Context: an optimization exercise on an open-source flow, tuned for small area, a short achievable clock period and few clock cycles per item. The choices shown serve that exercise and are no tape-out recipe. Function was checked by simulation only, so behaviour that the tests miss may differ from the original.

pepper:
==> flow/design.v (excerpt) <==
module mat_engine_top (
    input  logic                           clk,
    input  logic                           rst_n,
    input  logic                           cmd_valid,
    input  logic [1:0]                     cmd_op,
    input  logic [mat_cfg_pkg::ADDR_W-1:0] cmd_addr,
    input  logic [mat_cfg_pkg::OPND_W-1:0] cmd_data,
    input  logic [mat_cfg_pkg::ADDR_W-1:0] rd_addr,
    output logic [mat_cfg_pkg::ACC_W-1:0]  rd_data,
    output logic                           busy,
    output logic                           done
);
Size: about 0.047 mm2 of cells after synthesis.
Settings: LEC_CHECK=0, CAP_MARGIN=5, CORE_MARGIN=2, CORE_UTILIZATION=55, CTS_BUF_LIST=sky130_fd_sc_hd__clkbuf_16, CTS_CLUSTER_DIAMETER=80, CTS_CLUSTER_SIZE=24, PLACE_DENSITY=0.7, SETUP_SLACK_MARGIN=3.5, SLEW_MARGIN=5; clock period 8.5 ns.
run.sh (not shown) runs the stock make flow with config.mk's settings and CLKGATE_MAP_FILE= SYNTH_SCRIPT=/design/flow/synth_recipe.tcl, a recipe that flattens the netlist after the stock synthesis.
Testbench counts of pepper, summed over its fixed seeds: cycles 12,816, items 480.
diff inputs: pepper => sierra
-- flow/config.mk --
<<< pepper, line 8
export CAP_MARGIN = 5
>>> sierra, line 8
export CAP_MARGIN = 20
<<< pepper, line 16
export SLEW_MARGIN = 5
>>> sierra, line 16
export SLEW_MARGIN = 20
export TNS_END_PERCENT = 20
Results
sierra closes out successfully: all stages finished, all timing, DRC and antenna checks passed.
Between sierra and pepper, it is sierra whose first-pass GRT wire length is higher, by about 1.5%.
Status: share of the final layout cell area in sequential cells parity (sierra, pepper)
Relative to pepper, the hold slack of sierra is higher by 0.0038 ns.
| number of vias per cell | sierra vs pepper | ≈ equal |
The final reports for sierra and pepper show routed wire length higher in the former.
Between pepper and sierra, the cell area after layout figures differ only marginally.
Diff pepper -> sierra: global-route usage increased by 0.43 points relative to the old numbers; total of endpoints with negative setup slack in the final report closely matched the old numbers.
[inputs] amber vs sierra
-- flow/config.mk --
<<< sierra, line 10
export CORE_UTILIZATION = 55
>>> amber, line 10
export CORE_UTILIZATION = 50
<<< sierra, line 14
export PLACE_DENSITY = 0.7
>>> amber, line 14
export PLACE_DENSITY = 0.6
<<< sierra, line 17
export TNS_END_PERCENT = 20
>>> amber, line 17
==> notes.md <==
When amber is measured against sierra, its starting utilization of the core area turns out 4.9 points lower.
On amber: buffer count excluding the clock tree in the final layout is 29 higher than what sierra gave.
[compare] base=sierra new=amber: final layout net count has increased; all-layer global routing usage has decreased; routed wire length has increased; clock-cell share of area has remained practically unchanged.
Taking sierra as the reference point, the proportion of layout cells with a drive suffix above 1 of amber rises by 1.0 points.
Side by side, fraction of area in registers turned out lower in amber than in sierra.
Standard cell area after detailed placement on amber is up relative to sierra.
Summary: with sierra as the reference, final design instance area without fill in amber moved up slightly.
Modified inputs, maple compared to amber
-- flow/config.mk --
<<< amber, line 10
export CORE_UTILIZATION = 50
export CTS_BUF_LIST = sky130_fd_sc_hd__clkbuf_16
export CTS_CLUSTER_DIAMETER = 80
export CTS_CLUSTER_SIZE = 24
export PLACE_DENSITY = 0.6
>>> maple, line 10
export CORE_UTILIZATION = 55
export PLACE_DENSITY = 0.7
## What came out
- maple: multi-input logic portion of the cell area lower than amber
- Compared with amber, in maple largest net degree at the start of global routing now sits higher, sequential cell area now sits at about the same level.
- Critical path depth came out exactly the same in amber and maple.
- Compared with amber, in maple design area now sits higher; total wire length after detailed routing decreased about 2.7%.
- Global router's overall resource usage, amber and maple, higher one = maple.
- The lower worst setup slack came out of amber.

re-timing with driven ports:
Ports are ideal in the flow. The routed layouts listed here were re-timed in OpenROAD. Step 1: set_driving_cell puts a clkbuf_16 on clk and a buf_2 on each other input, an assumption about the parent block. Step 2 adds t to the input delays and takes it off the output delays; t is the mean of the earliest and latest rising clock arrival at the registers after step 1. Input paths then give back, and output paths get back, about the clock's delay inside the block. Three values: no drivers, after step 1, after step 2; two values: the first two.
| run | t, ns | slack for setup (ns) | latest minus earliest clock arrival (ns) | slew at the worst register clock pin (ns) | pins driven straight from the clock port |
|---|---|---|---|---|---|
| pepper | 0.696 | 3.484 / 3.137 / 3.137 | 0.043 / 0.043 | 0.10 / 0.10 | 1 |
| sierra | 0.705 | 3.406 / 3.125 / 3.125 | 0.036 / 0.036 | 0.10 / 0.10 | 1 |
| amber | 0.713 | 3.453 / 3.133 / 3.133 | 0.039 / 0.038 | 0.10 / 0.10 | 1 |
| maple | 0.714 | 3.491 / 3.145 / 3.145 | 0.024 / 0.025 | 0.07 / 0.07 | 1 |
After both steps every run listed still meets setup and hold. The setup slack of pepper, which loses most, moves by -0.347 ns with the drivers and by -0.347 ns with both steps.
